Background: an optimization exercise with open tools, aiming at small area, a short achievable clock period and few clock cycles. Do not read the settings as production practice. Only simulation tests tie the RTL to the original design; equivalence was not proved. Power figures rest on the tool's default switching activity, not on a simulated workload.

## conv2d_top
module conv2d_top
(
    input  logic        i_clk,
    input  logic        i_rst,
    input  logic [9:0]  i_pix,      
    input  logic [9:0]  i_wgt,      
    output logic [26:0] o_out,      
    output logic        o_busy
);
    localparam int LB = conv_pkg::LB_LEN;
    logic       in_pix;             
    logic       in_wgt;             
    logic [7:0] in_d;
    logic       busy_q;
    logic       take;
    logic [5:0] pix_pos;            
    logic [5:0] out_pos;            
    logic       tail;               
    logic [3:0] tail_n;             
    logic       step_pix;           
    logic       step;               
    logic       produce;            
    logic       wgt_go;             
    logic [LB-1:0] lb_en;
    logic [LB*8-1:0] slots;
    logic [71:0] kernel;
    logic [71:0] win;
    logic [8:0]  keep;
    logic signed [conv_pkg::SUM_BW-1:0] sum;
    logic        out_valid;
    logic        out_last;
    logic signed [conv_pkg::SUM_BW-1:0] out_data;
    assign take     = !busy_q && (i_pix[9] || i_wgt[9]);
    assign step_pix = in_pix;
    assign step     = in_pix || tail;
    assign wgt_go   = in_wgt && !tail;
    logic in_wgt_n;
    logic tail_n_done;
  ...
clock: 8.0 ns
lec_check: 0
cap_margin: 20
core_margin: 2
core_utilization: 40
cts_cluster_diameter: 90
cts_cluster_size: 26
setup_slack_margin: 5
slew_margin: 20
synth_hierarchical: 1
synth_minimum_keep_size: 0
run.sh (not shown) runs the stock make flow with config.mk's settings and CLKGATE_MAP_FILE= SYNTH_SCRIPT=/design/flow/synth_recipe.tcl, a recipe that flattens the netlist after the stock synthesis.
Testbench counts at the start, summed over its fixed seeds: cycles 4,704.
Edit:
--- a/flow/config.mk
+++ b/flow/config.mk
@@ -9,6 +9,7 @@
 export CORE_MARGIN = 2
-export CORE_UTILIZATION = 40
+export CORE_UTILIZATION = 60
 export CTS_CLUSTER_DIAMETER = 90
 export CTS_CLUSTER_SIZE = 26
-export SETUP_SLACK_MARGIN = 5
+export PLACE_DENSITY = 0.7
+export SETUP_SLACK_MARGIN = 4.85
 export SLEW_MARGIN = 20
Result: Hold slack hardly moves; global-route usage rose by 10 points; sequential share of layout area rose by 2.7 points.
Edit:
--- a/flow/config.mk
+++ b/flow/config.mk
@@ -9,7 +9,5 @@
 export CORE_MARGIN = 2
-export CORE_UTILIZATION = 60
+export CORE_UTILIZATION = 40
 export CTS_CLUSTER_DIAMETER = 90
 export CTS_CLUSTER_SIZE = 26
-export PLACE_DENSITY = 0.7
-export SETUP_SLACK_MARGIN = 4.85
 export SLEW_MARGIN = 20
What happened: Clock-buffer cell count rose by 4. Routed wire length rises by about 1.6%. First-iteration DRC count is lower by 14%. Non-clock buffer count fell by 58. Area after synthesis stays the same. Design area increases by about 0.33%. Synthesized cell count is unchanged. Die area goes up by 49%. Global-route usage came out lower by 11 points.
Edit:
--- a/flow/config.mk
+++ b/flow/config.mk
@@ -10,4 +10,4 @@
 export CORE_UTILIZATION = 40
-export CTS_CLUSTER_DIAMETER = 90
-export CTS_CLUSTER_SIZE = 26
+export CTS_CLUSTER_DIAMETER = 100
+export CTS_CLUSTER_SIZE = 22
 export SLEW_MARGIN = 20
The changed run completed without violations.
Die area is unchanged.
Routed wire length is about the same.
Total power fell by a few percent.
Setup slack got worse by 0.029 ns.
Edit:
--- a/flow/config.mk
+++ b/flow/config.mk
@@ -10,4 +10,5 @@
 export CORE_UTILIZATION = 40
-export CTS_CLUSTER_DIAMETER = 100
-export CTS_CLUSTER_SIZE = 22
+export CTS_CLUSTER_DIAMETER = 90
+export CTS_CLUSTER_SIZE = 26
+export SETUP_SLACK_MARGIN = 4.85
 export SLEW_MARGIN = 20
Result: The new run ran to the end with no violations. Clock power rose by a few percent. Die area stays the same. Clock-buffer cell count fell by 2. Maximum frequency rose by a few percent.
Edit:
--- a/flow/config.mk
+++ b/flow/config.mk
@@ -9,5 +9,6 @@
 export CORE_MARGIN = 2
-export CORE_UTILIZATION = 40
+export CORE_UTILIZATION = 70
 export CTS_CLUSTER_DIAMETER = 90
 export CTS_CLUSTER_SIZE = 26
+export PLACE_DENSITY = 0.8
 export SETUP_SLACK_MARGIN = 4.85
Effect: First-iteration DRC count climbs by 18%; power falls by 3.5%; non-clock buffer count fell by 39; synthesized area does not change.

========
Another version of the RTL of conv2d_top (not shown whole).
Size in the first run: about 50 I/O pins, roughly 0.029 mm2 of cells after synthesis.
clock: 8.0 ns
lec_check: 0
cap_margin: 20
core_margin: 2
core_utilization: 60
cts_cluster_diameter: 90
cts_cluster_size: 26
place_density: 0.7
slew_margin: 20
synth_hierarchical: 1
synth_minimum_keep_size: 0
standard.sh (not shown) runs the stock make flow with config.mk's settings and CLKGATE_MAP_FILE= SYNTH_SCRIPT=/design/flow/synth_recipe.tcl, a recipe that flattens the netlist after the stock synthesis.
==> flow/flow/run.sh <==
#!/bin/bash
set -euo pipefail
export BUFFER_PORTS_ARGS="-buffer_cell sky130_fd_sc_hd__buf_2"
export SETUP_SLACK_MARGIN=5.25
bash standard.sh > standard.log 2>&1
The starting point passed the timing, DRC and antenna checks.
Testbench counts at the start, summed over its fixed seeds: cycles 4,688.
Next try:
==> flow/flow/run.sh (replaced) <==
#!/bin/bash
set -euo pipefail
export BUFFER_PORTS_ARGS="-buffer_cell sky130_fd_sc_hd__buf_2"
export SETUP_SLACK_MARGIN=5.3
bash standard.sh > standard.log 2>&1
After rerunning:
- design area climbs slightly
- count of clock-buffer cells in the layout is unchanged
- first-iteration DRC count drops slightly

## separate check: timing with driven ports
No port has a modelled driver above. Below, the same layouts with a new extraction and two added sets of constraints. Step 1 assumes that a clkbuf_16 drives the clock port and a buf_2 every other input. Step 2 also shifts input and output timing later by t, the mid clock arrival at the registers, as if the neighbouring blocks saw the same clock. Slacks: ideal ports / drivers / drivers and shift; pairs: ideal ports / drivers.
run | t (ns) | slack for setup (ns) | hold slack, ns | worst register clock-pin slew, ns
the first run of note 1 | 0.641 | 4.921 / 4.921 / 4.921 | 0.335 / 0.335 / 0.335 | 0.11 / 0.11
the second run of note 1 | 0.633 | 4.850 / 4.833 / 4.585 | 0.335 / 0.335 / 0.335 | 0.11 / 0.11
the third run of note 1 | 0.667 | 4.725 / 4.725 / 4.427 | 0.337 / 0.337 / 0.337 | 0.11 / 0.11
the fourth run of note 1 | 0.649 | 4.696 / 4.696 / 4.436 | 0.334 / 0.334 / 0.334 | 0.10 / 0.10
the fifth run of note 1 | 0.653 | 4.818 / 4.818 / 4.550 | 0.334 / 0.334 / 0.334 | 0.11 / 0.11
the sixth run of note 1 | 0.623 | 4.843 / 4.838 / 4.517 | 0.335 / 0.335 / 0.335 | 0.12 / 0.12
the first run of note 2 | 0.675 | 5.245 / 5.187 / 5.248 | 0.331 / 0.331 / 0.331 | 0.10 / 0.10
the second run of note 2 | 0.673 | 5.267 / 5.209 / 5.209 | 0.332 / 0.332 / 0.332 | 0.10 / 0.10
After both steps setup and hold are still met in every run listed. For the sixth run of note 1, which loses most, drivers alone change the setup slack by -0.005 ns; drivers and shift together by -0.326 ns.
